From an optimization exercise on the open Yosys and OpenROAD flow, aimed at small area; shortcuts taken in it are not production practice. Function was checked by simulation only, so behaviour that the tests miss may differ from the original. No activity file was given, so power comes from the tool's default toggle rates.

<file path="config.mk">
export PLATFORM = sky130hd
export DESIGN_NAME = bp_top
export DESIGN_NICKNAME = bp_top
export VERILOG_FILES = /design/flow/design.v
export SDC_FILE = /design/flow/constraint.sdc
export NUM_CORES = 4
export LEC_CHECK = 0
export CAP_MARGIN = 5
export CORE_MARGIN = 2
export CORE_UTILIZATION = 65
export CTS_BUF_LIST = sky130_fd_sc_hd__clkbuf_16
export CTS_CLUSTER_DIAMETER = 80
export CTS_CLUSTER_SIZE = 30
export GPL_TIMING_DRIVEN = 0
export SETUP_SLACK_MARGIN = 0.05
export SLEW_MARGIN = 5
export SYNTH_HIERARCHICAL = 1
</file>
<file path="constraint.sdc">
create_clock -name core_clock -period 7.0 [get_ports {clk}]
set_input_delay 1.4000 -clock core_clock [delete_from_list [all_inputs] [get_ports {clk}]]
set_output_delay 1.4000 -clock core_clock [all_outputs]
set_load 0.01 [all_outputs]
</file>
<file path="design.v">
`timescale 1ns/1ps
package bp_pkg;
	typedef logic [5:0] alu_op_t;
	localparam alu_op_t OP_BEQ = 6'b001011;
	localparam alu_op_t OP_BLT = 6'b001100;
	localparam alu_op_t OP_BGE = 6'b001101;
	localparam int PC_W = 32;
	typedef logic [PC_W-1:0] pc_t;
	localparam int MAX_IDX_W = 8;
	localparam int TAG_W = 4;
	localparam int MAX_HIST = 32;
	typedef logic [1:0] ctr2_t;
	localparam ctr2_t BASE_INIT = 2'd2;
	typedef logic [2:0] ctr3_t;
	localparam ctr3_t CTR3_TAKEN_MIN = 3'd4;
	localparam ctr3_t ALLOC_TAKEN = 3'd4;
	localparam ctr3_t ALLOC_NOT_TAKEN = 3'd3;
	typedef enum logic [1:0] {
		PROV_BASE = 2'd0,
		PROV_T1 = 2'd1,
		PROV_T2 = 2'd2
	} provider_e;
	typedef struct packed {
		logic valid;
		logic [TAG_W-1:0] tag;
		ctr3_t ctr;
	} tage_entry_t;
	typedef struct packed {
		logic hit;
		ctr3_t ctr;
	} tag_lookup_t;
	typedef struct packed {
		logic valid;
		logic [MAX_IDX_W-1:0] base_idx;
		logic [MAX_IDX_W-1:0] t1_idx;
		logic [TAG_W-1:0] t1_tag;
		logic [MAX_IDX_W-1:0] t2_idx;
		logic [TAG_W-1:0] t2_tag;
		provider_e provider;
		logic pred_taken;
		ctr3_t prov_ctr;
	} branch_rec_t;
	function automatic ctr2_t ctr2_next(input ctr2_t c, input logic up);
		if (up && (c != 2'd3))
			ctr2_next = c + 2'd1;
		else if (!up && (c != 2'd0))
			ctr2_next = c - 2'd1;
		else
			ctr2_next = c;
	endfunction
	function automatic ctr3_t ctr3_next(input ctr3_t c, input logic up);
		if (up && (c != 3'd7))
			ctr3_next = c + 3'd1;
		else if (!up && (c != 3'd0))
			ctr3_next = c - 3'd1;
		else
			ctr3_next = c;
	endfunction
	function automatic logic [MAX_IDX_W-1:0] fold_hist(input logic [MAX_HIST-1:0] hist,
			input int len, input int width);
		logic [MAX_IDX_W-1:0] res;
		res = '0;
		for (int i = 0; i < MAX_HIST; i++) begin
			if (i < len)
				res[i % width] = res[i % width] ^ hist[i];
		end
		fold_hist = res;
	endfunction
endpackage
`timescale 1ns/1ps
module bp_fold (
	input logic [15:0] i_hist,
	output logic [4:0] o_f1_idx,
	output logic [3:0] o_f1_tag,
	output logic [4:0] o_f2_idx,
	output logic [3:0] o_f2_tag
);
	assign o_f1_idx = bp_pkg::fold_hist(32'(i_hist[7:0]), 8, 5);
	assign o_f1_tag = bp_pkg::fold_hist(32'(i_hist[7:0]), 8, 4);
	assign o_f2_idx = bp_pkg::fold_hist(32'(i_hist), 16, 5);
	assign o_f2_tag = bp_pkg::fold_hist(32'(i_hist), 16, 4);
endmodule
`timescale 1ns/1ps
module bp_dec6 (
	input logic [5:0] i_a,
	output logic [63:0] o_y
);
	always_comb begin
		for (int i = 0; i < 64; i++)
			o_y[i] = (i_a == 6'(i));
	end
endmodule
module bp_aor64 (
	input logic [63:0] i_sel,
	input logic [127:0] i_d,
	output logic [1:0] o_y
);
	logic [1:0] part [8];
	for (genvar k = 0; k < 8; k++) begin : g_part
		bp_aor8w2 u_part (.i_sel(i_sel[8*k +: 8]), .i_d(i_d[16*k +: 16]), .o_y(part[k]));
	end
	for (genvar b = 0; b < 2; b++) begin : g_bit
		logic [1:0] l3;
		bp_nor4 u_nor0 (.i_a(part[0][b]), .i_b(part[1][b]), .i_c(part[2][b]), .i_d(part[3][b]),
			.o_y(l3[0]));
		bp_nor4 u_nor1 (.i_a(part[4][b]), .i_b(part[5][b]), .i_c(part[6][b]), .i_d(part[7][b]),
			.o_y(l3[1]));
		bp_nand2 u_out (.i_a(l3[0]), .i_b(l3[1]), .o_y(o_y[b]));
	end
endmodule
module bp_aor8w2 (
	input logic [7:0] i_sel,
	input logic [15:0] i_d,
	output logic [1:0] o_y
);
	always_comb begin
		o_y = '0;
		for (int i = 0; i < 8; i++)
			o_y = o_y | ({2{i_sel[i]}} & i_d[i*2 +: 2]);
	end
endmodule
module bp_nor4 (
	input logic i_a,
	input logic i_b,
	input logic i_c,
	input logic i_d,
	output logic o_y
);
	assign o_y = ~(i_a | i_b | i_c | i_d);
endmodule
`timescale 1ns/1ps
module bp_dec5 (
	input logic [4:0] i_a,
	input logic [4:0] i_b,
	output logic [31:0] o_y
);
	logic [4:0] idx;
	assign idx = i_a ^ i_b;
	always_comb begin
		for (int i = 0; i < 32; i++)
			o_y[i] = (idx == 5'(i));
	end
endmodule
module bp_aor32n (
	input logic [31:0] i_sel,
	input logic [255:0] i_d,
	output logic [7:0] o_yn
);
	for (genvar b = 0; b < 8; b++) begin : g_bit
		logic [10:0] l1;
		logic [2:0] l2;
		for (genvar k = 0; k < 10; k++) begin : g_l1
			bp_aoi222 u_aoi (
				.i_s0(i_sel[3*k]), .i_d0(i_d[(3*k)*8 + b]),
				.i_s1(i_sel[3*k+1]), .i_d1(i_d[(3*k+1)*8 + b]),
				.i_s2(i_sel[3*k+2]), .i_d2(i_d[(3*k+2)*8 + b]),
				.o_y(l1[k])
			);
		end
		bp_aoi22 u_last (
			.i_a(i_sel[30]), .i_b(i_d[30*8 + b]),
			.i_c(i_sel[31]), .i_d(i_d[31*8 + b]),
			.o_y(l1[10])
		);
		bp_nand4 u_n0 (.i_a(l1[0]), .i_b(l1[1]), .i_c(l1[2]), .i_d(l1[3]), .o_y(l2[0]));
		bp_nand4 u_n1 (.i_a(l1[4]), .i_b(l1[5]), .i_c(l1[6]), .i_d(l1[7]), .o_y(l2[1]));
		bp_nand3 u_n2 (.i_a(l1[8]), .i_b(l1[9]), .i_c(l1[10]), .o_y(l2[2]));
		bp_nor3 u_out (.i_a(l2[0]), .i_b(l2[1]), .i_c(l2[2]), .o_y(o_yn[b]));
	end
endmodule
module bp_aoi222 (
	input logic i_s0,
	input logic i_d0,
	input logic i_s1,
	input logic i_d1,
	input logic i_s2,
	input logic i_d2,
	output logic o_y
);
	assign o_y = ~((i_s0 & i_d0) | (i_s1 & i_d1) | (i_s2 & i_d2));
endmodule
module bp_nand3 (
	input logic i_a,
	input logic i_b,
	input logic i_c,
	output logic o_y
);
	assign o_y = ~(i_a & i_b & i_c);
endmodule
module bp_nor3 (
	input logic i_a,
	input logic i_b,
	input logic i_c,
	output logic o_y
);
	assign o_y = ~(i_a | i_b | i_c);
endmodule
module bp_aoi22 (
	input logic i_a,
	input logic i_b,
	input logic i_c,
	input logic i_d,
	output logic o_y
);
	assign o_y = ~((i_a & i_b) | (i_c & i_d));
endmodule
module bp_nand4 (
	input logic i_a,
	input logic i_b,
	input logic i_c,
	input logic i_d,
	output logic o_y
);
	assign o_y = ~(i_a & i_b & i_c & i_d);
endmodule
module bp_nor2 (
	input logic i_a,
	input logic i_b,
	output logic o_y
);
	assign o_y = ~(i_a | i_b);
endmodule
module bp_nand2 (
	input logic i_a,
	input logic i_b,
	output logic o_y
);
	assign o_y = ~(i_a & i_b);
endmodule
`timescale 1ns/1ps
`timescale 1ns/1ps
`timescale 1ns/1ps
module bp_top (
	input logic clk,
	input logic rst_n,
	input bp_pkg::alu_op_t i_alu_op,
	input bp_pkg::pc_t i_pc,
	input bp_pkg::pc_t i_imm,
	input logic i_resolve,
	input logic i_taken,
	output logic o_pred_taken,
	output bp_pkg::pc_t o_next_pc
);
	logic [15:0] hist_q;
	logic [1:0] base_q [64];
	logic [31:0] t1_v_q;
	logic [3:0] t1_tag_q [32];
	logic [2:0] t1_ctr_q [32];
	logic [31:0] t2_v_q;
	logic [3:0] t2_tag_q [32];
	logic [2:0] t2_ctr_q [32];
	logic rec_v_q;
	logic [5:0] rec_base_idx_q;
	logic [4:0] rec_t1_idx_q;
	logic [3:0] rec_t1_tag_q;
	logic [4:0] rec_t2_idx_q;
	logic [3:0] rec_t2_tag_q;
	logic rec_p1_q;    
	logic rec_p2_q;    
	logic [2:0] rec_ctr_q;
	logic [4:0] f1_idx, f2_idx;
	logic [3:0] f1_tag, f2_tag;
	bp_fold u_fold (
		.i_hist(hist_q),
		.o_f1_idx(f1_idx),
		.o_f1_tag(f1_tag),
		.o_f2_idx(f2_idx),
		.o_f2_tag(f2_tag)
	);
	logic [5:0] base_idx;
	logic [4:0] t1_idx, t2_idx;
	logic [3:0] t1_tag, t2_tag;
	assign base_idx = i_pc[7:2];
	assign t1_idx = i_pc[6:2] ^ f1_idx;
	assign t2_idx = i_pc[6:2] ^ f2_idx;
	assign t1_tag = i_pc[10:7] ^ f1_tag;
	assign t2_tag = i_pc[10:7] ^ f2_tag;
	logic [1:0] base_rd;
	logic [2:0] t1_ctr, t2_ctr;
	logic t1_hit, t2_hit;
	logic [31:0] t1_sel, t2_sel;
	logic [255:0] t1_flat, t2_flat;
	logic [7:0] t1_ent, t2_ent;
	always_comb begin
		for (int i = 0; i < 32; i++) begin
			t1_flat[i*8 +: 8] = {t1_v_q[i], t1_tag_q[i], t1_ctr_q[i]};
			t2_flat[i*8 +: 8] = {t2_v_q[i], t2_tag_q[i], t2_ctr_q[i]};
		end
	end
	bp_dec5 u_t1_dec (.i_a(i_pc[6:2]), .i_b(f1_idx), .o_y(t1_sel));
	bp_dec5 u_t2_dec (.i_a(i_pc[6:2]), .i_b(f2_idx), .o_y(t2_sel));
	logic [7:0] t1_ent_n, t2_ent_n;
	bp_aor32n u_t1_rd (.i_sel(t1_sel), .i_d(t1_flat), .o_yn(t1_ent_n));
	bp_aor32n u_t2_rd (.i_sel(t2_sel), .i_d(t2_flat), .o_yn(t2_ent_n));
	assign t1_ent = ~t1_ent_n;
	assign t2_ent = ~t2_ent_n;
	logic [63:0] base_sel;
	logic [127:0] base_flat;
	always_comb begin
		for (int i = 0; i < 64; i++)
			base_flat[i*2 +: 2] = base_q[i];
	end
	bp_dec6 u_base_dec (.i_a(base_idx), .o_y(base_sel));
	bp_aor64 u_base_rd (.i_sel(base_sel), .i_d(base_flat), .o_y(base_rd));
	assign t1_ctr = t1_ent[2:0];
	assign t2_ctr = t2_ent[2:0];
	assign t1_hit = t1_ent[7] && (t1_ent[6:3] == t1_tag);
	assign t2_hit = t2_ent[7] && (t2_ent[6:3] == t2_tag);
	logic is_branch;
	logic prov_dir;
	logic [2:0] prov_ctr;
	assign is_branch = (i_alu_op == bp_pkg::OP_BEQ) || (i_alu_op == bp_pkg::OP_BLT) ||
		(i_alu_op == bp_pkg::OP_BGE);
	always_comb begin
		if (t2_hit)
			prov_ctr = t2_ctr;
		else if (t1_hit)
			prov_ctr = t1_ctr;
		else
			prov_ctr = {1'b0, ~base_rd[1], base_rd[0]};
	end
	assign prov_dir = (t2_hit || t1_hit) ? prov_ctr[2] : prov_ctr[1];
	assign o_pred_taken = is_branch && prov_dir;
	assign o_next_pc = o_pred_taken ? (i_pc + i_imm) : i_pc;
	logic upd, rec_dir, mispred;
	logic base_we, t1_we, t2_we;
	logic [1:0] base_wd;
	logic [2:0] t1_wd, t2_wd;
	logic [2:0] alloc_ctr;
	logic [2:0] step3;
	logic [1:0] step2;
	assign upd = i_resolve && rec_v_q;
	assign rec_dir = (rec_p1_q || rec_p2_q) ? rec_ctr_q[2] : rec_ctr_q[1];
	assign mispred = rec_dir != i_taken;
	assign alloc_ctr = i_taken ? 3'd4 : 3'd3;
	assign step3 = bp_pkg::ctr3_next(rec_ctr_q, i_taken);
	assign step2 = bp_pkg::ctr2_next(rec_ctr_q[1:0], i_taken);
	assign base_we = upd && !rec_p1_q && !rec_p2_q;
	assign t1_we = upd && (rec_p1_q || (!rec_p2_q && mispred));
	assign t2_we = upd && (rec_p2_q || (rec_p1_q && mispred));
	assign base_wd = {~step2[1], step2[0]};
	assign t1_wd = rec_p1_q ? step3 : alloc_ctr;
	assign t2_wd = rec_p2_q ? step3 : alloc_ctr;
	always_ff @(posedge clk or negedge rst_n) begin
		if (!rst_n) begin
			for (int i = 0; i < 64; i++)
				base_q[i] <= 2'd0;
		end else if (base_we) begin
			base_q[rec_base_idx_q] <= base_wd;
		end
	end
	always_ff @(posedge clk or negedge rst_n) begin
		if (!rst_n) begin
			t1_v_q <= '0;
			t2_v_q <= '0;
		end else begin
			for (int i = 0; i < 32; i++) begin
				if (t1_we && (rec_t1_idx_q == 5'(i)))
					t1_v_q[i] <= 1'b1;
				if (t2_we && (rec_t2_idx_q == 5'(i)))
					t2_v_q[i] <= 1'b1;
			end
		end
	end
	always_ff @(posedge clk) begin
		if (t1_we) begin
			t1_tag_q[rec_t1_idx_q] <= rec_t1_tag_q;
			t1_ctr_q[rec_t1_idx_q] <= t1_wd;
		end
		if (t2_we) begin
			t2_tag_q[rec_t2_idx_q] <= rec_t2_tag_q;
			t2_ctr_q[rec_t2_idx_q] <= t2_wd;
		end
	end
	always_ff @(posedge clk or negedge rst_n) begin
		if (!rst_n)
			hist_q <= '0;
		else if (i_resolve)
			hist_q <= {hist_q[14:0], i_taken};
	end
	always_ff @(posedge clk or negedge rst_n) begin
		if (!rst_n)
			rec_v_q <= 1'b0;
		else if (is_branch)
			rec_v_q <= 1'b1;
		else if (i_resolve)
			rec_v_q <= 1'b0;
	end
	always_ff @(posedge clk) begin
		if (is_branch) begin
			rec_base_idx_q <= base_idx;
			rec_t1_idx_q <= t1_idx;
			rec_t1_tag_q <= t1_tag;
			rec_t2_idx_q <= t2_idx;
			rec_t2_tag_q <= t2_tag;
			rec_p1_q <= t1_hit && !t2_hit;
			rec_p2_q <= t2_hit;
			rec_ctr_q <= prov_ctr;
		end
	end
endmodule
</file>
<file path="flow/run.sh">
#!/bin/bash
# Standard ORFS layout with three changes: yosys/abc buffers are removed at floorplan
# (repair_design re-buffers what needs it), ports get the smallest buffer cell, and
# CTS adds no dummy loads. Each tool's output stays in orfs/logs; make's own output
# goes to standard.log.
set -euo pipefail
export REMOVE_ABC_BUFFERS=1
export RECOVER_POWER=100
export POST_GLOBAL_ROUTE_TCL="$PWD/flow/post_grt.tcl"
export BUFFER_PORTS_ARGS="-buffer_cell sky130_fd_sc_hd__buf_1"
export CTS_ARGS="-sink_clustering_enable -repair_clock_nets -sink_clustering_size 30 -sink_clustering_max_diameter 80 -buf_list sky130_fd_sc_hd__clkbuf_16 -dont_use_dummy_load"
bash standard.sh > standard.log 2>&1
</file>
<file path="flow/post_grt.tcl">
# After power recovery has downsized gates with slack, fix any slew or load
# that the downsizing pushed over the limits, then setup timing again.
global_route -start_incremental
repair_design -slew_margin 5 -cap_margin 5 -match_cell_footprint -verbose
detailed_placement
global_route -end_incremental
estimate_parasitics -global_routing
global_route -start_incremental
repair_timing -setup -setup_margin 0.05 -match_cell_footprint -verbose
detailed_placement
global_route -end_incremental
estimate_parasitics -global_routing
</file>
<file path="standard.sh">
#!/bin/bash
# synth_recipe.tcl (not shown) runs the flow's synth.tcl, then flattens the netlist and writes it again
# the make line also repeats each setting of config.mk as NAME=value (left out here)
make -C /OpenROAD-flow-scripts/flow DESIGN_CONFIG=/design/flow/config.mk WORK_HOME=/design/flow/orfs CLKGATE_MAP_FILE= SYNTH_SCRIPT=/design/flow/synth_recipe.tcl "${@:-finish}"
</file>
==> results of run 1 <==
power by group through the flow:
stage / clock network [uW] / registers, uW / logic (uW)
2_1_floorplan: 0 / 4600 / 1840
3_3_place_gp: 0 / 4630 / 2710
3_5_place_dp: 0 / 4640 / 2790
4_1_cts: 1920 / 4560 / 2900
6_report: 1890 / 4570 / 3140
logic make-up (layout without fill, tap and decap cells):
kind of cell    count (synthesis)  count (layout)
flops                         686             686
other cells                     0               1
buf+inv                        78             185
fa+ha+maj                      36              36
compound gates                527             530
xor+xnor                       97              97
mux                            26              26
simple gates                  794             794
critical path, cell delays in order:
cell and delay (ps):
buf_4 260, xnor2_1 170, nand2_2 260, nor2_1 210
a222oi_1 590, nand4_1 260, nor3_2 280, xnor3_1 290
nor3_4 330, a31oi_4 270, a31oi_4 490, inv_4 170
mux2_1 360, buf_1 130
registers in the layout, indices dropped and copies added (netlist names):
name            count
base_q            128
hist_q             16
rec_base_idx_q      6
rec_ctr_q           3
rec_p1_q            1
rec_p2_q            1
rec_t1_idx_q        5
rec_t1_tag_q        4
rec_t2_idx_q        5
rec_t2_tag_q        4
rec_v_q             1
t1_ctr_q           96
t1_tag_q          128
t1_v_q             32
t2_ctr_q           96
t2_tag_q          128
t2_v_q             32
final cells by class:
type	instances	share of cell area
antenna	1	0.0000790
clock buffer	30	0.0237
inverter	13	0.00162
multi-input combinational	1483	0.309
sequential	686	0.618
tap	592	0.0234
timing repair buffer	142	0.0245
cells in the final DEF, fill, tap and decap left out, drive strengths merged, types with 13 or more instances in the layout:
cell type    n
a21oi       78
a222oi     160
a22oi       82
and3        13
buf        122
clkbuf      50
dfrtp      209
edfxtp     477
ha          35
inv         13
mux2        25
nand2      219
nand2b      16
nand3       50
nand4       54
nor2       266
nor3        43
nor4        15
o21ai      145
or2         69
xnor2       36
xor2        55
through the flow:
step	instance area [um^2]	setup slack [ps]	power [uW]	hold slack (ps)
2_1_floorplan	29100	943	6450	438
3_3_place_gp	30200	-5620	7350	451
3_5_place_dp	30600	-1350	7430	452
4_1_cts	31500	64.6	9380	474
6_report	31700	96.1	9590	473
final timing paths:
kind / from / end / slack, ps / cells after the start
setup / recovery: i_pc[2] / o_next_pc[21] / 100 / 14
hold / removal: t2_v_q[22] / t2_v_q[22] / 470 / 1
setup reg to reg: hist_q[6] / rec_ctr_q[2] / 2750 / 13
hold reg to reg: t2_v_q[22] / t2_v_q[22] / 470 / 1
max in group asynchronous: rst_n / t1_v_q[27] / 4610 / 5
min in group asynchronous: rst_n / base_q[55][1] / 860 / 1
Yosys stat by module, one instance, submodules excluded, a selection:
module,cells,copies in the design
bp_aoi222,1,160
bp_aor8w2,10,8
bp_dec5,54,2
bp_dec6,95,1
bp_fold,25,1
bp_nand3,1,16
bp_nand4,1,32
bp_top,1690,1
per-layer routing:
metal / vias to the layer above / wire length (um) / part of all wire
li1: 8941 / - / -
met3: 110 / 5870 / 0.082
met5: - / 12 / 0.00017
met4: 2 / 1490 / 0.021
met1: 9909 / 29000 / 0.41
met2: 879 / 35200 / 0.49
==> results.txt, run 1 <==
Worst Hold Class reg -> reg; Critical Path Fanout Max 13; sequential fraction of design power 0.476; CTS resizes 38; MaxCap Viol Count 0; Slew Limit Headroom 0.185; drt pass-1 iters 8; Worst Path Required 5600 ps; met1 Track Usage GR 0.428; Die Height 217 um; clock power share 0.197; Final Cycle Share 0.986; switch share 0.339; pwr/cell area 303 nW/um^2; Peak VDD IR 243 uV; Post-Syn Area per Cell 13.1 um^2; share of cells above drive strength 1 0.111; final hold viol count 0; num ports 107; Mapped Cells 2244; Clock Sinks 686; Detail Route Antenna Nets 0; Clk pin slew, worst setup/hold paths 90 ps; first-pass GRT wire length 109 mm; grt met2 use 0.504; max-slew violation count 0; setup bufs post-CTS 3; count leader, synth edfxtp_1; vias post-DR 19800; Synth async-reset ratio 0.305; dpl hpwl 48.6 mm; Hold Buf Count CTS 0; multiplexer share of the synthesized area 0.0107; maximum clock frequency 145 MHz; met3 usage 0.0316; wire per inst 24.3 um; clk latency of the worst-skew pair 610 ps; Syn Std Cell Area 29400 um^2; critical path arrival 5500 ps; measured slew at the worst slew-check pin 1220 ps; internal cell power 6340 uW; post-synthesis adder-cell area fraction 0.0156; minimum clock period 6900 ps; row count 77; Netlist cell types 75; top cell type's share of synthesized area 0.488; DRC violations left 0; DRT iter0 DRCs 2797; # fillers 3002; compound-gate portion of the synthesized area 0.134; combinational group share of total power 0.327; area of the multi-input gates 9790 um^2; Die W 217 um; largest net degree at the start of global routing 41; core area 44400 um^2; Primary FF master, synth edfxtp_1; EDFF count, synth 477; drt total wl 71.5 mm; P_leak 0.0113 uW; Post-Synth Simple-Gate Area 0.131; FF+latch area 19600 um^2; P_sw 3250 uW; Seq cells post-synth 686; Root Buffer clkbuf_16; main combinational cell family by area after synthesis compound AO/OA/AOI/OAI gates; initial antenna violation count 2; grt peak-use layer met2; Worst Setup Start Kind input pin; H-tree depth 1; Avg Vias per Cell 6.73; gr ovfl total 0; nets@finish 2466; main area contributors after synthesis edfxtp_1 49%, dfrtp_1 18%, a222oi_1 5.5%; Cell Count, Final, Fillers Out 2947; vias in the first global route 19200; outcome complete, no violations; CTS tree built; DP Cell Count 2894; die area 46900 um^2; area leader, netlist edfxtp_1; setup TNS 0 ps; layout overhead on the synthesized area 7.83%; RD Place Congestion 0.917; total CTS buffers 30; crit end category output port; yosys warns 14; Worst Skew 54.6 ps; critical path class in -> out; port bufs 106; Post-Synth XOR/XNOR Area 0.0318; CTS max path bufs 3; Setup-failing EPs final 0; Global Route Usage Sum 0.301; most frequent cells after synthesis 477 x edfxtp_1, 266 x nor2_1, 219 x nand2_1; sequential cell area fraction in the yosys report 0.666; Initial Utilization 0.661; final core occ 0.713
==> inputs of run 2 (changes only) <==
--- a/config.mk
+++ b/config.mk
@@ -12,6 +12,7 @@
 export CTS_CLUSTER_DIAMETER = 80
 export CTS_CLUSTER_SIZE = 30
 export GPL_TIMING_DRIVEN = 0
+export PLACE_DENSITY = 0.8
 export SETUP_SLACK_MARGIN = 0.05
 export SLEW_MARGIN = 5
 export SYNTH_HIERARCHICAL = 1
==> results.txt, run 2 <==
share of cells above drive strength 1 0.0979 (-0.0130); Global Route Usage Sum 0.306 (+0.00499); Clk pin slew, worst setup/hold paths 70 ps (-20 ps); combinational group share of total power 0.321 (-0.006); Initial Utilization 0.661 (unchanged); dpl hpwl 49.3 mm (+1.3%); R2R Setup Slk 2660 ps (-90 ps); H-tree depth 1 (unchanged); CTS resizes 33 (-13%); DP Cell Count 2895 (+0.035%); Final Cycle Share 0.984 (-0.00181); commonest non-fill, non-tap cell in the layout edfxtp_1; vias in the first global route 20000 (+3.7%); Clock Sinks 686 (unchanged); num ports 107 (unchanged); r2r worst-path depth 13 (unchanged); vias post-DR 20300 (+2.3%); placed inst area 30600 um^2 (+0.10%); Worst Skew 64.9 ps (+10.3 ps); total CTS buffers 30 (unchanged); setup bufs post-CTS 7 (+4); P_sw 3250 uW (-0.14%); largest net degree at the start of global routing 41 (unchanged); nets@finish 2462 (-0.16%); count leader, synth edfxtp_1; biggest regs base_q: 128 flops, t1_tag_q: 128 flops, t2_tag_q: 128 flops; outcome complete, no violations; RD Place Congestion 0.910 (-0.73%); final hold viol count 0 (unchanged); core area 44400 um^2 (unchanged); DRC violations left 0 (unchanged); minimum clock period 6890 ps (-12.7 ps); layout overhead on the synthesized area 7.53%; pwr/cell area 302 nW/um^2 (-0.22%); critical path arrival 5490 ps (about the same); drt pass-1 iters 7 (-1); multiplexer share of the synthesized area 0.0107 (unchanged); initial antenna violation count 2 (unchanged); most frequent cells after synthesis 477 x edfxtp_1, 266 x nor2_1, 219 x nand2_1; row count 77 (unchanged); measured slew at the worst slew-check pin 1270 ps (+46.6 ps); Seq cells post-synth 686 (unchanged); Netlist cell types 75 (unchanged); Post-Synth Simple-Gate Area 0.131 (unchanged); crit end category output port; DRT iter0 DRCs 3097 (+11%); Worst Path Required 5600 ps (about the same); most frequent cells in the layout 477 x edfxtp_1, 261 x nor2_1, 211 x nand2_1; internal cell power 6300 uW (-0.68%); drt total wl 72.7 mm (+1.7%); P_leak 0.0113 uW (-0.11%); worst hold stages 1 (unchanged); sequential cell area fraction in the yosys report 0.666 (unchanged); compound-gate portion of the synthesized area 0.134 (unchanged); main area contributors after synthesis edfxtp_1 49%, dfrtp_1 18%, a222oi_1 5.5%; maximum clock frequency 145 MHz (+0.18%); Worst Hold Class reg -> reg; clk latency of the worst-skew pair 620 ps (about the same); yosys warns 14 (unchanged); Peak VDD IR 271 uV (+11%); design area 31600 um^2 (-0.28%); Critical Path Fanout Max 13 (unchanged); main combinational cell family by area after synthesis compound AO/OA/AOI/OAI gates; die area 46900 um^2 (unchanged); Mapped Cells 2244 (unchanged); port bufs 106 (unchanged); sequential fraction of design power 0.479 (+0.003); Root Buffer clkbuf_16; critical path class in -> out; Syn Std Cell Area 29400 um^2 (unchanged); clock power share 0.200 (+0.003); Primary FF master, synth edfxtp_1; area leader, netlist edfxtp_1; Worst Setup Start Kind input pin; CTS max path bufs 3 (unchanged); CTS tree built; Hold Buf Count CTS 0 (unchanged); Synth async-reset ratio 0.305 (unchanged); gr ovfl total 0 (unchanged); max-slew violation count 0 (unchanged); Die W 217 um (unchanged); post-synthesis adder-cell area fraction 0.0156 (unchanged); wire per inst 24.7 um (+1.8%); MaxCap Viol Count 0 (unchanged); Detail Route Antenna Nets 0 (unchanged); Avg Vias per Cell 6.89 (+2.4%); EDFF count, synth 477 (unchanged); switch share 0.340 (+0.00121); first-pass GRT wire length 111 mm (+2.5%); Post-Syn Area per Cell 13.1 um^2 (unchanged); Slew Limit Headroom 0.155 (-0.0302); Post-Synth XOR/XNOR Area 0.0318 (unchanged); final core occ 0.711 (-0.00200); Die Height 217 um (unchanged); Setup-failing EPs final 0 (unchanged); Cell Count, Final, Fillers Out 2944 (-0.10%); top cell type's share of synthesized area 0.488 (unchanged)
run 2: modules after synthesis (local to each module, per instance), excerpt:
module	flops+latches	cells inside	cell area, um^2	copies in the design
bp_nand4	0	1	6.26	32
bp_top	686	1690	25300	1
bp_nand3	0	1	5.00	16
bp_fold	0	25	216	1
bp_aor8w2	0	10	72.6	8
bp_aoi222	0	1	10.0	160
bp_dec6	0	95	465	1
bp_nor4	0	1	12.5	4
bp_aoi22	0	1	12.5	16
bp_nand2	0	1	3.75	2
bp_nor3	0	1	10.0	16
run 2: final timing paths:
kind,from,endpoint
min in group asynchronous,rst_n,t2_v_q[10]
max in group asynchronous,rst_n,base_q[37][1]
setup / recovery,i_pc[3],o_next_pc[10]
hold reg to reg,t2_v_q[4],t2_v_q[4]
setup reg to reg,hist_q[0],rec_ctr_q[2]
hold / removal,t2_v_q[4],t2_v_q[4]
run 2: power groups by stage:
stage	clock network, uW	logic [uW]	registers (uW)
finish	1910	3070	4570
global placement	0	2650	4630
CTS	1920	2890	4550
floorplan	0	1840	4600
detailed placement	0	2770	4640
run 2: logic make-up after synthesis:
logic type | Yosys count
AO/OA/AOI/OAI | 527
adder cells (fa/ha/maj) | 36
buffers and inverters | 78
XOR/XNOR | 97
flip-flops | 686
multiplexers | 26
AND/OR/NAND/NOR | 794
run 2: final cells by class:
cell class | count | area, um^2
repair buffers | 138 | 749
clock buffers | 30 | 751
multi-input cells | 1483 | 9720
diodes | 2 | 5.00
fillers | 2887 | 12800
flip-flops and latches | 686 | 19600
inverters | 13 | 51.3
well taps | 592 | 741
run 2: critical path, cell delays in order:
cell and delay (ps):
clkbuf_4 250, xor2_1 220, nand2_2 260, nor2_1 220, a222oi_1 570, nand4_1 280
nor3_2 230, xnor3_1 270, nor3_4 380, a31oi_4 190, buf_12 210, buf_12 120
a31oi_4 450, o21ai_1 230, buf_1 180
run 2: layer usage:
layer	GRT usage	vias up	part of all wire
met5	0	-	0
met4	0.108	0	0.040
met3	0.0408	204	0.092
met2	0.504	1135	0.48
met1	0.424	10000	0.39
li1	-	8938	-
run 2: per-stage QoR:
stage                TNS, ps  hold WS, ps  total power [uW]  setup slack, ps
floorplan                  0          438              6450              943
global placement    -1204850          451              7280            -5590
detailed placement    -32220          454              7410            -1250
CTS                        0          478              9360             74.7
finish                     0          472              9550              109
==> inputs of run 3 (changes only) <==
--- a/config.mk
+++ b/config.mk
@@ -12,7 +12,7 @@
 export CTS_CLUSTER_DIAMETER = 80
 export CTS_CLUSTER_SIZE = 30
 export GPL_TIMING_DRIVEN = 0
-export PLACE_DENSITY = 0.8
+export PLACE_DENSITY = 0.9
 export SETUP_SLACK_MARGIN = 0.05
 export SLEW_MARGIN = 5
 export SYNTH_HIERARCHICAL = 1
==> results.txt, run 3 <==
CP Buf/Inv Count 4 (unchanged); P_sw 3390 uW (+4.2%); worst hold stages 1 (unchanged); die area 46900 um^2 (unchanged); yosys warns 14 (unchanged); commonest non-fill, non-tap cell in the layout edfxtp_1; Post-Syn Area per Cell 13.1 um^2 (unchanged); combinational group share of total power 0.333 (+0.012); measured slew at the worst slew-check pin 1340 ps (+72.9 ps); crit end category output port; Top delay family on crit path simple AND/OR/NAND/NOR gates; row count 77 (unchanged); Primary FF master, synth edfxtp_1; final hold viol count 0 (unchanged); Worst Setup Start Kind input pin; dpl hpwl 50.0 mm (+1.6%); Clk pin slew, worst setup/hold paths 70 ps (about the same); sequential fraction of design power 0.473 (-0.006); Seq cells post-synth 686 (unchanged); layout overhead on the synthesized area 7.62% (about the same); Netlist cell types 75 (unchanged); CTS tree built; Cell Count, Final, Fillers Out 2945 (+0.034%); min-delay src t1_v_q[25]; max-slew violation count 0 (unchanged); initial antenna violation count 1 (-1); clk latency of the worst-skew pair 620 ps (about the same); Final Cycle Share 1.00 (+0.0204); wire per inst 25.8 um (+4.5%); RD Place Congestion 0.966 (+6.1%); port bufs 106 (unchanged); area of the multi-input gates 9740 um^2 (+0.18%); Worst Hold Class reg -> reg; final worst slack -33.8 ps (-143 ps); P_leak 0.0113 uW (+0.13%); outcome failed layout checks; critical path class in -> out; top cell type's share of synthesized area 0.488 (unchanged); R2R Setup Slk 2580 ps (-80 ps); pwr/cell area 307 nW/um^2 (+1.4%); # fillers 2686 (-7.0%); Root Buffer clkbuf_16; drt pass-1 iters 9 (+2); internal cell power 6310 uW (+0.15%); share of cells above drive strength 1 0.102 (+0.00417); Setup-failing EPs final 1 (+1); most frequent cells in the layout 477 x edfxtp_1, 256 x nor2_1, 211 x nand2_1; critical path arrival 5630 ps (+140 ps); Peak VDD IR 325 uV (+20%); Worst Skew 49.8 ps (-15.0 ps); Critical Path Fanout Max 25 (+12); CTS max path bufs 3 (unchanged); Detail Route Antenna Nets 0 (unchanged); Die W 217 um (unchanged); Die Height 217 um (unchanged); clock power share 0.194 (-0.006); design area 31600 um^2 (about the same); Slew Limit Headroom 0.107 (-0.0486); Failing Checks setup timing; hold path endpoint t1_v_q[25]; Mapped Cells 2244 (unchanged); gr ovfl total 0 (unchanged); setup TNS -33.8 ps (-33.8 ps); dpl ws -1140 ps (+111 ps); num ports 107 (unchanged); Worst Path Required 5600 ps (about the same); main area contributors after synthesis edfxtp_1 49%, dfrtp_1 18%, a222oi_1 5.5%; switch share 0.349 (+0.00898); slowest CP cell a222oi_1; sequential cell area fraction in the yosys report 0.666 (unchanged); biggest regs base_q: 128 flops, t1_tag_q: 128 flops, t2_tag_q: 128 flops; total CTS buffers 29 (-3.3%); core area 44400 um^2 (unchanged); placed inst area 30600 um^2 (-0.16%); slowest stage delay, CP 560 ps (about the same); EDFF count, synth 477 (unchanged); count leader, synth edfxtp_1; first-pass GRT wire length 115 mm (+3.3%); R2R Path Start hist_q[6]; DRT iter0 DRCs 3710 (+20%); largest net degree at the start of global routing 43 (+4.9%); MaxCap Viol Count 0 (unchanged); minimum clock period 7030 ps (+143 ps); most frequent cells after synthesis 477 x edfxtp_1, 266 x nor2_1, 219 x nand2_1; vias post-DR 21000 (+3.5%); nets@finish 2464 (+0.081%); maximum clock frequency 142 MHz (-2.0%); Hold Buf Count CTS 0 (unchanged); area leader, netlist edfxtp_1; crit path cell chain buf_6, xnor2_1, nand3_1, nor2_1, a222oi_1, nand4_1, nor3_2, xnor3_1, nor3_4, buf_4, a31oi_4, buf_12, a31oi_4, nand2_1, o21ai_1, buf_1; setup bufs post-CTS 8 (+1); DP Cell Count 2892 (-0.10%); total power 9690 uW (+1.5%); Synth async-reset ratio 0.305 (unchanged); Top cell by count, worst path a31oi_4; Initial Utilization 0.661 (unchanged); Syn Std Cell Area 29400 um^2 (unchanged); Clock Sinks 686 (unchanged); H-tree depth 1 (unchanged); drt total wl 76.0 mm (+4.5%); Global Route Usage Sum 0.316 (+0.0101); r2r worst-path depth 14 (+1); R2R Path End rec_ctr_q[1]; Avg Vias per Cell 7.13 (+3.5%); DRC violations left 0 (unchanged); vias in the first global route 20500 (+2.5%); FF+latch area 19600 um^2 (about the same); CTS resizes 33 (unchanged)
## run 3: cell counts after synthesis
Identical to the previous run, type by type.
## run 3: cells by family after synthesis
kind of cell,after synthesis,share of synthesized area
buf+inv,78,0.0117
fa+ha+maj,36,0.0156
mux,26,0.0107
xor+xnor,97,0.0318
flops,686,0.666
compound gates,527,0.134
simple gates,794,0.131
## run 3: power groups by stage
stage	logic, uW	clock network [uW]	registers, uW
2_1_floorplan	1840	0	4600
3_3_place_gp	2650	0	4630
3_5_place_dp	2780	0	4640
4_1_cts	2940	1860	4560
6_report	3230	1880	4580
## run 3: Yosys stat by module (local to each module, per instance), a selection
module | times used | cell area [um^2]
bp_top | 1 | 25300
bp_fold | 1 | 216
bp_aor8w2 | 8 | 72.6
bp_aoi22 | 16 | 12.5
bp_nand3 | 16 | 5.00
bp_dec5 | 2 | 263
bp_dec6 | 1 | 465
bp_nor3 | 16 | 10.0
bp_nand4 | 32 | 6.26
bp_nand2 | 2 | 3.75
## run 3: worst max path at each step
stage | cells after the start | start | endpoint | slack (ps)
2_1_floorplan | 13 | i_pc[6] | o_next_pc[29] | 940
6_report | 16 | i_pc[6] | o_next_pc[6] | -30
3_5_place_dp | 14 | i_pc[2] | o_next_pc[14] | -1140
4_1_cts | 16 | i_pc[3] | o_next_pc[31] | 20
3_3_place_gp | 1 | rst_n | base_q[38][0] | -5490
## run 3: routing by layer
layer,part of all wire,vias to the layer above,track usage,wire [um]
met1,0.34,10200,0.417,26200
met5,0,-,0,0
met3,0.12,294,0.0542,8830
met4,0.055,0,0.144,4150
met2,0.48,1617,0.520,36900
li1,-,8910,-,-
## run 3: layout make-up
| cell class | instances | share of cell area |
|---|---|---|
| tap | 592 | 0.0234 |
| clock buffer | 29 | 0.0230 |
| inverter | 13 | 0.00162 |
| multi-input combinational | 1483 | 0.308 |
| antenna | 1 | 0.0000792 |
| timing repair buffer | 141 | 0.0249 |
| sequential | 686 | 0.619 |
## run 3: per-stage QoR
step	hold slack, ps	utilization
2_1_floorplan	438	-
3_3_place_gp	450	0.680
3_5_place_dp	452	0.688
4_1_cts	471	0.710
6_report	470	0.712
==> inputs of run 4 (changes only) <==
--- a/config.mk
+++ b/config.mk
@@ -11,8 +11,8 @@
 export CTS_BUF_LIST = sky130_fd_sc_hd__clkbuf_16
 export CTS_CLUSTER_DIAMETER = 80
 export CTS_CLUSTER_SIZE = 30
+export GPL_ROUTABILITY_DRIVEN = 0
 export GPL_TIMING_DRIVEN = 0
-export PLACE_DENSITY = 0.9
 export SETUP_SLACK_MARGIN = 0.05
 export SLEW_MARGIN = 5
 export SYNTH_HIERARCHICAL = 1
==> results.txt, run 4 <==
outcome complete, no violations; Slew Limit Headroom 0.185 (+0.0787); Critical Path Fanout Max 13 (-48%); Post-Syn Area per Cell 13.1 um^2 (unchanged); share of cells above drive strength 1 0.111 (+0.00883); design area 31700 um^2 (+0.19%); yosys warns 14 (unchanged); CTS max path bufs 3 (unchanged); max-slew violation count 0 (unchanged); drt pass-1 iters 8 (-1); Die W 217 um (unchanged); area leader, netlist edfxtp_1; dpl ws -1350 ps (-204 ps); core area 44400 um^2 (unchanged); row count 77 (unchanged); dpl hpwl 48.6 mm (-2.9%); MaxCap Viol Count 0 (unchanged); Cell Count, Final, Fillers Out 2947 (+0.068%); Avg Vias per Cell 6.73 (-5.6%); most frequent cells after synthesis 477 x edfxtp_1, 266 x nor2_1, 219 x nand2_1; vias post-DR 19800 (-5.6%); CTS tree built; layout overhead on the synthesized area 7.83%; num ports 107 (unchanged); DRC violations left 0 (unchanged); total CTS buffers 30 (+3.4%); die area 46900 um^2 (unchanged); setup TNS 0 ps (+33.8 ps); Worst Path Required 5600 ps (about the same); vias in the first global route 19200 (-6.0%); measured slew at the worst slew-check pin 1220 ps (-119 ps); clk latency of the worst-skew pair 610 ps (about the same); Clock Sinks 686 (unchanged); DRT iter0 DRCs 2797 (-25%); Root Buffer clkbuf_16; initial antenna violation count 2 (+1); CTS resizes 38 (+15%); minimum clock period 6900 ps (-130 ps); count leader, synth edfxtp_1; Seq cells post-synth 686 (unchanged); Clk pin slew, worst setup/hold paths 90 ps (+20 ps); main area contributors after synthesis edfxtp_1 49%, dfrtp_1 18%, a222oi_1 5.5%; maximum clock frequency 145 MHz (+1.9%); Peak VDD IR 243 uV (-25%); Syn Std Cell Area 29400 um^2 (unchanged); port bufs 106 (unchanged); commonest non-fill, non-tap cell in the layout edfxtp_1; final worst slack 96.1 ps (+130 ps); largest net degree at the start of global routing 41 (-4.7%); wire per inst 24.3 um (-6.0%); P_leak 0.0113 uW (about the same); Hold Buf Count CTS 0 (unchanged); Primary FF master, synth edfxtp_1; first-pass GRT wire length 109 mm (-5.5%); # fillers 3002 (+12%); sequential cell area fraction in the yosys report 0.666 (unchanged); total power 9590 uW (-1.0%); Die Height 217 um (unchanged); top cell type's share of synthesized area 0.488 (unchanged); DP Cell Count 2894 (+0.069%); Worst Setup Start Kind input pin; setup bufs post-CTS 3 (-5); gr ovfl total 0 (unchanged); crit end category output port; Final Cycle Share 0.986 (-0.0186); Detail Route Antenna Nets 0 (unchanged); Initial Utilization 0.661 (unchanged); nets@finish 2466 (+0.081%); final hold viol count 0 (unchanged); drt total wl 71.5 mm (-6.0%); Synth async-reset ratio 0.305 (unchanged); Netlist cell types 75 (unchanged); Mapped Cells 2244 (unchanged); R2R Setup Slk 2750 ps (+170 ps); critical path class in -> out; EDFF count, synth 477 (unchanged); most frequent cells in the layout 477 x edfxtp_1, 237 x nor2_1, 211 x nand2_1; Worst Skew 54.6 ps (+4.75 ps); biggest regs base_q: 128 flops, t1_tag_q: 128 flops, t2_tag_q: 128 flops; Global Route Usage Sum 0.301 (-0.0151); placed inst area 30600 um^2 (about the same); H-tree depth 1 (unchanged); pwr/cell area 303 nW/um^2 (-1.2%); critical path arrival 5500 ps (-130 ps); Setup-failing EPs final 0 (-1); Worst Hold Class reg -> reg
run 4: changes by cell type in the layout (fill, tap and decap cells not counted), moves of 2 or more:
| cell | delta |
|---|---|
| clkbuf_4 | -2 |
| clkbuf_2 | +2 |
| nor2_2 | +19 |
| buf_12 | -3 |
| nand3_1 | -4 |
| nand3_2 | +4 |
| xnor2_2 | -2 |
| nor2_1 | -19 |
run 4: cells by family (layout without fill, tap and decap cells):
| kind of cell | Yosys count | in the layout | synth area share |
|---|---|---|---|
| xor+xnor | 97 | 97 | 0.0318 |
| other cells | 0 | 1 | 0 |
| mux | 26 | 26 | 0.0107 |
| fa+ha+maj | 36 | 36 | 0.0156 |
| buf+inv | 78 | 185 | 0.0117 |
| compound gates | 527 | 530 | 0.134 |
| simple gates | 794 | 794 | 0.131 |
| flops | 686 | 686 | 0.666 |
run 4: report_power, final:
| part | total, uW | internal [uW] | switching, uW |
|---|---|---|---|
| clock network | 1890 | 765 | 1130 |
| logic | 3140 | 1120 | 2010 |
| registers | 4570 | 4450 | 114 |
run 4: metrics by stage:
step / util / hold slack [ps]
finish: 0.713 / 473
CTS: 0.710 / 474
detailed placement: 0.688 / 452
global placement: 0.680 / 451
floorplan: - / 438
run 4: layout make-up:
| cell class | count | area, um^2 | area share |
|---|---|---|---|
| clock buffer | 30 | 751 | 0.0237 |
| inverter | 13 | 51.3 | 0.00162 |
| timing repair buffer | 142 | 774 | 0.0245 |
| sequential | 686 | 19600 | 0.618 |
| tap | 592 | 741 | 0.0234 |
| antenna | 1 | 2.50 | 0.0000790 |
| multi-input combinational | 1483 | 9790 | 0.309 |
run 4: path summary, 6_finish.rpt:
| kind | from | to | cells past startpoint |
|---|---|---|---|
| setup / recovery | i_pc[2] | o_next_pc[21] | 14 |
| hold / removal | t2_v_q[22] | t2_v_q[22] | 1 |
| setup reg to reg | hist_q[6] | rec_ctr_q[2] | 13 |
| hold reg to reg | t2_v_q[22] | t2_v_q[22] | 1 |
| max in group asynchronous | rst_n | t1_v_q[27] | 5 |
| min in group asynchronous | rst_n | base_q[55][1] | 1 |
run 4: critical path: stages:
cell	delay (ps)
buf_4	260
xnor2_1	170
nand2_2	260
nor2_1	210
a222oi_1	590
nand4_1	260
nor3_2	280
xnor3_1	290
nor3_4	330
a31oi_4	270
a31oi_4	490
inv_4	170
mux2_1	360
buf_1	130
run 4: Yosys stat by module (local to each module, per instance), a selection:
module	copies in the design	cell area, um^2	cells inside	flops+latches
bp_top	1	25300	1690	686
bp_dec5	2	263	54	0
bp_fold	1	216	25	0
bp_nor3	16	10.0	1	0
bp_aoi222	160	10.0	1	0
bp_nand4	32	6.26	1	0
bp_nand3	16	5.00	1	0
bp_nand2	2	3.75	1	0
run 4: metal layers:
layer,GRT usage,part of all wire
met5,0,0.00017
met3,0.0316,0.082
met4,0.0799,0.021
met1,0.428,0.41
met2,0.504,0.49
==> inputs of run 5 (changes only) <==
--- a/config.mk
+++ b/config.mk
@@ -7,11 +7,10 @@
 export LEC_CHECK = 0
 export CAP_MARGIN = 5
 export CORE_MARGIN = 2
-export CORE_UTILIZATION = 65
+export CORE_UTILIZATION = 55
 export CTS_BUF_LIST = sky130_fd_sc_hd__clkbuf_16
 export CTS_CLUSTER_DIAMETER = 80
 export CTS_CLUSTER_SIZE = 30
-export GPL_ROUTABILITY_DRIVEN = 0
 export GPL_TIMING_DRIVEN = 0
 export SETUP_SLACK_MARGIN = 0.05
 export SLEW_MARGIN = 5
==> results.txt, run 5 <==
R2R Path Start hist_q[6]; Post-Syn Area per Cell 13.1 um^2 (unchanged); worst hold stages 1 (unchanged); die area 55300 um^2 (+18%); multiplexer share of the synthesized area 0.0107 (unchanged); biggest regs base_q: 128 flops, t1_tag_q: 128 flops, t2_tag_q: 128 flops; max-slew violation count 0 (unchanged); met1 Track Usage GR 0.391 (-0.0371); vias in the first global route 18500 (-4.1%); met3 usage 0.0442 (+0.0126); Clk pin slew, worst setup/hold paths 40 ps (-50 ps); vias post-DR 19500 (-1.5%); Netlist cell types 75 (unchanged); commonest non-fill, non-tap cell in the layout edfxtp_1; yosys warns 14 (unchanged); R2R Setup Slk 2810 ps (+60 ps); Global Route Usage Sum 0.262 (-0.0392); area leader, netlist edfxtp_1; sequential fraction of design power 0.465 (-0.011); clk latency of the worst-skew pair 590 ps (-20 ps); setup TNS 0 ps (unchanged); P_leak 0.0114 uW (+0.99%); Synth async-reset ratio 0.305 (unchanged); RD Place Congestion 0.860; Die W 235 um (+8.5%); row count 84 (+9.1%); top cell type's share of synthesized area 0.488 (unchanged); Clock Sinks 686 (unchanged); DRC violations left 0 (unchanged); dpl ws -944 ps (+402 ps); Post-Synth Simple-Gate Area 0.131 (unchanged); post-synthesis adder-cell area fraction 0.0156 (unchanged); maximum clock frequency 147 MHz (+1.3%); Antenna Diode Count 0 (-1); dpl hpwl 49.7 mm (+2.2%); Worst Setup Start Kind input pin; core area 52700 um^2 (+19%); Die Height 235 um (+8.5%); # fillers 4162 (+39%); nets@finish 2471 (+0.20%); main combinational cell family by area after synthesis compound AO/OA/AOI/OAI gates; EDFF count, synth 477 (unchanged); layout overhead on the synthesized area 8.79%; Initial Utilization 0.558 (-0.103); Slew Limit Headroom 0.0841 (-0.101); grt peak-use layer met2; compound-gate portion of the synthesized area 0.134 (unchanged); Mapped Cells 2244 (unchanged); H-tree depth 2 (+1); critical path arrival 5420 ps (-80 ps); CTS tree built; pwr/cell area 308 nW/um^2 (+1.5%); Worst Skew 100 ps (+45.6 ps); CTS max path bufs 3 (unchanged); P_sw 3330 uW (+2.4%); Seq cells post-synth 686 (unchanged); largest net degree at the start of global routing 39 (-4.9%); DRT iter0 DRCs 2147 (-23%); Root Buffer clkbuf_16; crit end category output port; hold path endpoint t1_v_q[29]; switch share 0.339 (about the same); sequential cell area fraction in the yosys report 0.666 (unchanged); measured slew at the worst slew-check pin 1370 ps (+153 ps); CTS resizes 33 (-13%); MaxCap Viol Count 0 (unchanged); drt total wl 73.8 mm (+3.2%); total CTS buffers 35 (+17%); Avg Vias per Cell 6.41 (-4.8%); Post-Synth XOR/XNOR Area 0.0318 (unchanged); count leader, synth edfxtp_1; grt met2 use 0.400 (-0.104); final worst slack 183 ps (+87.1 ps); r2r worst-path depth 13 (unchanged); Hold Buf Count CTS 0 (unchanged); share of cells above drive strength 1 0.112 (+0.00146); drt pass-1 iters 8 (unchanged); internal cell power 6500 uW (+2.5%); main area contributors after synthesis edfxtp_1 49%, dfrtp_1 18%, a222oi_1 5.5%; Detail Route Antenna Nets 0 (unchanged); R2R Path End rec_ctr_q[2]; min-delay src t1_v_q[29]; critical path class in -> out; most frequent cells after synthesis 477 x edfxtp_1, 266 x nor2_1, 219 x nand2_1; gr ovfl total 0 (unchanged); combinational group share of total power 0.323 (-0.004); most frequent cells in the layout 477 x edfxtp_1, 241 x nor2_1, 211 x nand2_1; Setup-failing EPs final 0 (unchanged); Final Cycle Share 0.974 (-0.0124); total power 9830 uW (+2.4%); Primary FF master, synth edfxtp_1; clock power share 0.213 (+0.016); Peak VDD IR 241 uV (-0.81%); outcome complete, no violations; Worst Hold Class reg -> reg; Critical Path Fanout Max 34 (+21); Worst Path Required 5600 ps (about the same); final hold viol count 0 (unchanged); initial antenna violation count 3 (+1); wire per inst 24.2 um (-0.23%); Syn Std Cell Area 29400 um^2 (unchanged); minimum clock period 6820 ps (-87.1 ps); hold slack 472 ps (-1.11 ps); port bufs 106 (unchanged); num ports 107 (unchanged); setup bufs post-CTS 1 (-2); first-pass GRT wire length 111 mm (+2.2%)
[run 5: cell types whose count changed in the layout (fill, tap and decap cells not counted), sizes merged]
cell	delta
diode	-1
buf	+4
clkbuf	+3
a31oi	-3
dlymetal6s6s	+1
[run 5: cells by family (layout without fill, tap and decap cells)]
family	after synthesis	count (layout)
AOI/OAI and AO/OA	527	527
xor gates and xnor gates	97	97
adders and majority gates	36	36
buffers and inverters	78	193
DFF	686	686
muxes	26	26
and+or+nand+nor	794	794
[run 5: layout make-up]
type | instances | area (um^2) | area share
sequential | 686 | 19600 | 0.612
clock buffer | 35 | 876 | 0.0274
multi-input combinational | 1480 | 9770 | 0.306
timing repair buffer | 145 | 837 | 0.0262
tap | 688 | 861 | 0.0269
inverter | 13 | 51.3 | 0.00161
[run 5: per-layer routing]
layer,part of all wire,wire length (um),up-vias
met5,0.00016,12,-
met1,0.44,32300,9745
met3,0.080,5860,106
li1,-,-,8940
met2,0.46,33700,741
met4,0.025,1850,2
[run 5: per-stage QoR]
stage                     utilization  instances  instance area (um^2)
final                           0.607       3047                 32000
after CTS                       0.603       3027                 31700
after detailed placement        0.584       2991                 30800
after global placement          0.576       2973                 30300
after floorplan                     -       2179                 29100
[run 5: power by group through the flow]
stage | Combinational [uW] | Clock, uW | Sequential, uW
floorplan | 1840 | 0 | 4600
global placement | 2780 | 0 | 4640
detailed placement | 2830 | 0 | 4640
CTS | 2900 | 2140 | 4560
finish | 3170 | 2090 | 4570
[run 5: Yosys stat by module, one instance, submodules excluded, a selection]
module     flip-flops and latches  times used  area (um^2)  cells
bp_aoi22                        0          16         12.5      1
bp_aoi222                       0         160         10.0      1
bp_aor8w2                       0           8         72.6     10
bp_dec5                         0           2          263     54
bp_dec6                         0           1          465     95
bp_fold                         0           1          216     25
bp_nand2                        0           2         3.75      1
bp_nand3                        0          16         5.00      1
bp_nand4                        0          32         6.26      1
bp_nor4                         0           4         12.5      1
bp_top                        686           1        25300   1690
[run 5: how the worst max path moves through the flow]
stage / start / endpoint / slack (ps) / cells after the start
after CTS: hist_q[6] / o_next_pc[29] / 50 / 17
after detailed placement: i_pc[2] / o_next_pc[29] / -940 / 16
after global placement: rst_n / t1_v_q[21] / -5910 / 1
final: i_pc[3] / o_next_pc[29] / 180 / 16
after floorplan: i_pc[6] / o_next_pc[29] / 940 / 13
[run 5: worst max-delay path: stages]
cell,delay [ps]
buf_4,240
xor2_1,180
nand2_2,310
nor2_2,170
a222oi_1,470
nand4_1,290
nor3_2,270
xnor3_1,230
or2_0,280
or3_4,390
a31oi_4,320
buf_12,230
inv_4,100
o31a_1,120
a2bb2oi_1,190
buf_1,180
==> inputs of run 6 (changes only) <==
--- a/config.mk
+++ b/config.mk
@@ -7,7 +7,7 @@
 export LEC_CHECK = 0
 export CAP_MARGIN = 5
 export CORE_MARGIN = 2
-export CORE_UTILIZATION = 55
+export CORE_UTILIZATION = 60
 export CTS_BUF_LIST = sky130_fd_sc_hd__clkbuf_16
 export CTS_CLUSTER_DIAMETER = 80
 export CTS_CLUSTER_SIZE = 30
==> results.txt, run 6 <==
wire per inst 24.6 um (+1.6%); drt pass-1 iters 8 (unchanged); Global Route Usage Sum 0.291 (+0.0294); compound-gate portion of the synthesized area 0.134 (unchanged); # fillers 3662 (-12%); RD Place Congestion 0.906 (+5.3%); top cell type's share of synthesized area 0.488 (unchanged); pwr/cell area 307 nW/um^2 (-0.26%); CP Launch Point i_pc[2]; DP Cell Count 2925 (-2.2%); count leader, synth edfxtp_1; P_sw 3300 uW (-1.1%); main area contributors after synthesis edfxtp_1 49%, dfrtp_1 18%, a222oi_1 5.5%; sequential cell area fraction in the yosys report 0.666 (unchanged); row count 81 (-3.6%); dpl hpwl 48.9 mm (-1.7%); port bufs 106 (unchanged); critical path class in -> out; Die Height 225 um (-4.2%); die area 50700 um^2 (-8.2%); R2R Path End rec_ctr_q[2]; share of cells above drive strength 1 0.105 (-0.00738); Detail Route Antenna Nets 0 (unchanged); Die W 225 um (-4.2%); largest net degree at the start of global routing 38 (-2.6%); area leader, netlist edfxtp_1; layout overhead on the synthesized area 8.33%; max-slew violation count 0 (unchanged); minimum clock period 6840 ps (+20.5 ps); nets@finish 2475 (+0.16%); Worst Skew 74.1 ps (-26.0 ps); commonest non-fill, non-tap cell in the layout edfxtp_1; initial antenna violation count 2 (-1); Post-Synth Simple-Gate Area 0.131 (unchanged); Post-Synth XOR/XNOR Area 0.0318 (unchanged); Hold Buf Count CTS 0 (unchanged); clock power share 0.211 (-0.002); setup TNS 0 ps (unchanged); Seq cells post-synth 686 (unchanged); Critical Path Fanout Max 13 (-62%); measured slew at the worst slew-check pin 1290 ps (-85.1 ps); Root Buffer clkbuf_16; maximum clock frequency 146 MHz (-0.30%); first-pass GRT wire length 112 mm (+0.94%); Final Cycle Share 0.977 (+0.00293); Peak VDD IR 262 uV (+8.4%); DRT iter0 DRCs 2635 (+23%); post-synthesis adder-cell area fraction 0.0156 (unchanged); Worst Hold Class reg -> reg; yosys warns 14 (unchanged); multiplexer share of the synthesized area 0.0107 (unchanged); CTS max path bufs 3 (unchanged); Cell Count, Final, Fillers Out 2985 (-2.0%); drt total wl 73.4 mm (-0.44%); vias post-DR 19800 (+1.3%); sequential fraction of design power 0.467 (+0.002); Setup-failing EPs final 0 (unchanged); crit end category output port; Clock Sinks 686 (unchanged); Slew Limit Headroom 0.135 (+0.0506); DRC violations left 0 (unchanged); FF+latch area 19600 um^2 (about the same); Syn Std Cell Area 29400 um^2 (unchanged); internal cell power 6470 uW (-0.47%); core area 48600 um^2 (-7.6%); CTS tree built; total power 9760 uW (-0.69%); clk latency of the worst-skew pair 590 ps (about the same); area of the multi-input gates 9730 um^2 (-0.40%); placed inst area 30700 um^2 (-0.30%); Initial Utilization 0.604 (+0.0460); r2r worst-path depth 14 (+1); most frequent cells in the layout 477 x edfxtp_1, 253 x nor2_1, 211 x nand2_1; critical path arrival 5440 ps (+20 ps); biggest regs base_q: 128 flops, t1_tag_q: 128 flops, t2_tag_q: 128 flops; EDFF count, synth 477 (unchanged); design area 31800 um^2 (-0.43%); R2R Path Start hist_q[6]; final hold viol count 0 (unchanged); Post-Syn Area per Cell 13.1 um^2 (unchanged); R2R Setup Slk 2640 ps (-170 ps); Mapped Cells 2244 (unchanged); Worst setup endpoint o_next_pc[25]; Primary FF master, synth edfxtp_1; gr ovfl total 0 (unchanged); setup bufs post-CTS 5 (+4); Antenna Diode Count 0 (unchanged); MaxCap Viol Count 0 (unchanged); most frequent cells after synthesis 477 x edfxtp_1, 266 x nor2_1, 219 x nand2_1; CTS resizes 30 (-9.1%); min-delay src t2_v_q[19]; main combinational cell family by area after synthesis compound AO/OA/AOI/OAI gates; Clk pin slew, worst setup/hold paths 70 ps (+30 ps); num ports 107 (unchanged); P_leak 0.0114 uW (about the same); switch share 0.338 (-0.00144); Synth async-reset ratio 0.305 (unchanged); H-tree depth 2 (unchanged); Avg Vias per Cell 6.63 (+3.4%); total CTS buffers 34 (-2.9%); Worst Path Required 5600 ps (about the same); outcome complete, no violations; Worst Setup Start Kind input pin; combinational group share of total power 0.321 (-0.002); Netlist cell types 75 (unchanged); vias in the first global route 19100 (+3.7%)
==> run 6: cell counts after synthesis <==
Identical to the previous run, type by type.
==> run 6: Yosys stat by module, one instance, submodules excluded, a selection <==
module	times used	flops+latches	cell area, um^2	cells
bp_aoi22	16	0	12.5	1
bp_nor4	4	0	12.5	1
bp_dec5	2	0	263	54
bp_nor3	16	0	10.0	1
bp_dec6	1	0	465	95
bp_aor8w2	8	0	72.6	10
bp_fold	1	0	216	25
bp_aoi222	160	0	10.0	1
bp_nand3	16	0	5.00	1
==> run 6: metrics by stage <==
step                utilization  worst slack [ps]  hold slack, ps
finish                    0.654               163             471
CTS                       0.652              64.5             473
detailed placement        0.630             -1380             453
global placement          0.622             -5880             451
floorplan                     -               943             438
==> run 6: how the worst min path moves through the flow <==
stage / to / slack [ps] / cells past startpoint
after global placement: t1_v_q[21] / 450 / 1
after detailed placement: t1_v_q[9] / 450 / 1
final: t2_v_q[19] / 470 / 1
after CTS: t2_v_q[19] / 470 / 1
after floorplan: t1_v_q[0] / 440 / 1
==> run 6: worst max-delay path, stage by stage <==
cell,delay [ps]
clkbuf_4,240
xor2_1,220
nand2_2,260
nor2_1,240
a222oi_1,530
nand4_1,370
nor3_2,290
nor2b_1,60
mux2_2,320
a31oi_2,370
buf_12,190
a31oi_4,220
o41ai_1,510
buf_1,190
==> run 6: cell type report <==
| cell class | count | share of cell area |
|---|---|---|
| Tap cell | 622 | 0.0245 |
| Inverter | 13 | 0.00153 |
| Clock buffer | 34 | 0.0267 |
| Multi-Input combinational cell | 1483 | 0.306 |
| Timing Repair Buffer | 147 | 0.0269 |
| Sequential cell | 686 | 0.615 |
==> run 6: metal layers <==
| metal | vias to the layer above | track usage | share of wire | wire length, um |
|---|---|---|---|---|
| li1 | 8952 | - | - | - |
| met1 | 9862 | 0.431 | 0.44 | 32400 |
| met2 | 861 | 0.459 | 0.46 | 34100 |
| met3 | 113 | 0.0342 | 0.069 | 5070 |
| met4 | 2 | 0.0865 | 0.026 | 1880 |
| met5 | - | 0 | 0.00018 | 13 |
==> run 6: cell families (layout without fill, tap and decap cells) <==
group,after synthesis,count (layout)
AO/OA/AOI/OAI,527,530
XOR/XNOR,97,97
adder cells (fa/ha/maj),36,36
buffers and inverters,78,194
flip-flops,686,686
multiplexers,26,26
AND/OR/NAND/NOR,794,794
==> run 6: power groups by stage <==
| stage | clock, uW | sequential (uW) | combinational [uW] |
|---|---|---|---|
| floorplan | 0 | 4600 | 1840 |
| global placement | 0 | 4630 | 2750 |
| detailed placement | 0 | 4640 | 2820 |
| CTS | 2100 | 4550 | 2930 |
| finish | 2060 | 4560 | 3140 |
==> inputs of run 7 (changes only) <==
--- a/flow/post_grt.tcl
+++ b/flow/post_grt.tcl
@@ -6,7 +6,7 @@
 global_route -end_incremental
 estimate_parasitics -global_routing
 global_route -start_incremental
-repair_timing -setup -setup_margin 0.05 -match_cell_footprint -verbose
+repair_timing -setup -setup_margin 0.02 -match_cell_footprint -verbose
 detailed_placement
 global_route -end_incremental
 estimate_parasitics -global_routing
--- a/config.mk
+++ b/config.mk
@@ -12,6 +12,6 @@
 export CTS_CLUSTER_DIAMETER = 80
 export CTS_CLUSTER_SIZE = 30
 export GPL_TIMING_DRIVEN = 0
-export SETUP_SLACK_MARGIN = 0.05
+export SETUP_SLACK_MARGIN = 0.02
 export SLEW_MARGIN = 5
 export SYNTH_HIERARCHICAL = 1
==> results.txt, run 7 <==
outcome complete, no violations; core area 48600 um^2 (unchanged); EDFF count, synth 477 (unchanged); total CTS buffers 34 (unchanged); initial antenna violation count 2 (unchanged); clk latency of the worst-skew pair 590 ps (about the same); Root Buffer clkbuf_16; commonest non-fill, non-tap cell in the layout edfxtp_1; layout overhead on the synthesized area 8.12%; Syn Std Cell Area 29400 um^2 (unchanged); largest net degree at the start of global routing 38 (unchanged); Levels on crit path 16 (+2); placed inst area 30700 um^2 (unchanged); # fillers 3669 (+0.19%); hold slack 471 ps (+0.0130 ps); top cell type's share of synthesized area 0.488 (unchanged); Critical Path Fanout Max 13 (unchanged); DRC violations left 0 (unchanged); CTS tree built; final core occ 0.653 (-0.00129); row count 81 (unchanged); die area 50700 um^2 (unchanged); Clk pin slew, worst setup/hold paths 80 ps (about the same); dpl hpwl 48.9 mm (unchanged); R2R Setup Slk 2660 ps (+20 ps); Global Route Usage Sum 0.291 (unchanged); Primary FF master, synth edfxtp_1; Cell Count, Final, Fillers Out 2983 (-0.067%); Initial Utilization 0.604 (unchanged); most frequent cells after synthesis 477 x edfxtp_1, 266 x nor2_1, 219 x nand2_1; area leader, netlist edfxtp_1; Seq cells post-synth 686 (unchanged); DP Cell Count 2925 (unchanged); Worst Path Required 5600 ps (about the same); Worst Hold Class reg -> reg; FF+latch area 19600 um^2 (unchanged); CTS max path bufs 3 (unchanged); max-slew violation count 0 (unchanged); H-tree depth 2 (unchanged); Final Cycle Share 0.977 (about the same); P_leak 0.0114 uW (-0.17%); main area contributors after synthesis edfxtp_1 49%, dfrtp_1 18%, a222oi_1 5.5%; share of cells above drive strength 1 0.0996 (-0.00538); slowest CP cell a222oi_1; critical path arrival 5440 ps (about the same); Die Height 225 um (unchanged); Avg Vias per Cell 6.62 (-0.16%); Synth async-reset ratio 0.305 (unchanged); drt total wl 73.3 mm (-0.13%); measured slew at the worst slew-check pin 1290 ps (-3.77 ps); CP Buf/Inv Count 4 (+1); nets@finish 2472 (-0.12%); Worst Setup Start Kind input pin; minimum clock period 6840 ps (+3.22 ps); Netlist cell types 75 (unchanged); count leader, synth edfxtp_1; yosys warns 14 (unchanged); sequential cell area fraction in the yosys report 0.666 (unchanged); pwr/cell area 305 nW/um^2 (-0.54%); Mapped Cells 2244 (unchanged); most frequent cells in the layout 477 x edfxtp_1, 261 x nor2_1, 211 x nand2_1; min-delay src t2_v_q[19]; gr ovfl total 0 (unchanged); first-pass GRT wire length 112 mm (unchanged); worst hold stages 1 (unchanged); CP Launch Point i_pc[2]; Hold Buf Count CTS 0 (unchanged); drt pass-1 iters 7 (-1); wire per inst 24.6 um (about the same); crit end category output port; DRT iter0 DRCs 2540 (-3.6%); slowest stage delay, CP 530 ps (about the same); num ports 107 (unchanged); biggest regs base_q: 128 flops, t1_tag_q: 128 flops, t2_tag_q: 128 flops; r2r worst-path depth 13 (-1); port bufs 106 (unchanged); Post-Syn Area per Cell 13.1 um^2 (unchanged); R2R Path Start hist_q[0]; RD Place Congestion 0.906 (unchanged); area of the multi-input gates 9700 um^2 (-0.31%); Clock Sinks 686 (unchanged); Top delay family on crit path simple AND/OR/NAND/NOR gates; critical path class in -> out; maximum clock frequency 146 MHz (about the same); Peak VDD IR 263 uV (+0.53%); Slew Limit Headroom 0.140 (+0.00552); crit path cell chain clkbuf_4, xor2_1, nand2_2, nor2_1, a222oi_1, nand4_1, nor3_2, xnor3_1, or2_0, or3_4, a31oi_4, buf_12, inv_2, o31a_1, a2bb2oi_1, buf_1; vias in the first global route 19100 (unchanged); Detail Route Antenna Nets 0 (unchanged); Die W 225 um (unchanged); vias post-DR 19700 (-0.22%); setup bufs post-CTS 5 (unchanged); design area 31800 um^2 (-0.20%); final hold viol count 0 (unchanged); Setup-failing EPs final 0 (unchanged); CTS resizes 30 (unchanged); Worst Skew 75.9 ps (+1.77 ps); MaxCap Viol Count 0 (unchanged)
==> run 7: through the flow <==
stage,power [uW],setup slack [ps],TNS [ps]
final,9690,159,0
after CTS,9580,64.5,0
after detailed placement,7450,-1380,-36170
after global placement,7390,-5880,-1277550
after floorplan,6450,943,0
==> run 7: path summary, 6_finish.rpt <==
check | endpoint
max in group asynchronous | t1_v_q[28]
max reg2reg | rec_ctr_q[2]
min | t2_v_q[19]
min reg2reg | t2_v_q[19]
max | o_next_pc[29]
min in group asynchronous | base_q[23][1]
==> run 7: power breakdown <==
group | leakage, uW | internal [uW] | switching, uW
logic | 0.00381 | 1090 | 1970
clock network | 0.000419 | 874 | 1190
registers | 0.00715 | 4450 | 111
total | 0.0114 | 6420 | 3270
==> run 7: metal layers <==
layer | vias to the layer above | routed length (um) | track usage
met4 | 2 | 1920 | 0.0865
met1 | 9840 | 31900 | 0.431
met2 | 842 | 34100 | 0.459
met5 | - | 13 | 0
met3 | 114 | 5400 | 0.0342
li1 | 8948 | - | -
==> run 7: cell families after synthesis <==
kind of cell / after synthesis / share of synthesized area
adders and majority gates: 36 / 0.0156
buffers and inverters: 78 / 0.0117
DFF: 686 / 0.666
muxes: 26 / 0.0107
xor gates and xnor gates: 97 / 0.0318
AOI/OAI and AO/OA: 527 / 0.134
and+or+nand+nor: 794 / 0.131
==> run 7: modules after synthesis, one instance, submodules excluded, a selection <==
| module | cell area [um^2] | flops+latches | times used |
|---|---|---|---|
| bp_aoi222 | 10.0 | 0 | 160 |
| bp_aor8w2 | 72.6 | 0 | 8 |
| bp_dec6 | 465 | 0 | 1 |
| bp_nand2 | 3.75 | 0 | 2 |
| bp_nor4 | 12.5 | 0 | 4 |
| bp_top | 25300 | 686 | 1 |
==> run 7: final cells by class <==
type                            instances  share of cell area
Multi-Input combinational cell       1483               0.305
Inverter                               13             0.00154
Tap cell                              622              0.0245
Antenna cell                            1           0.0000788
Timing Repair Buffer                  144              0.0258
Clock buffer                           34              0.0268
Sequential cell                       686               0.616

Re-timed with assumed drivers on the ports (clkbuf_16 on the clock, buf_2 on other inputs), run 7 has 0.137 ns of setup slack against 0.159 ns with ideal ports, and 0.137 ns once port delays also move by the mid clock arrival of 0.609 ns.
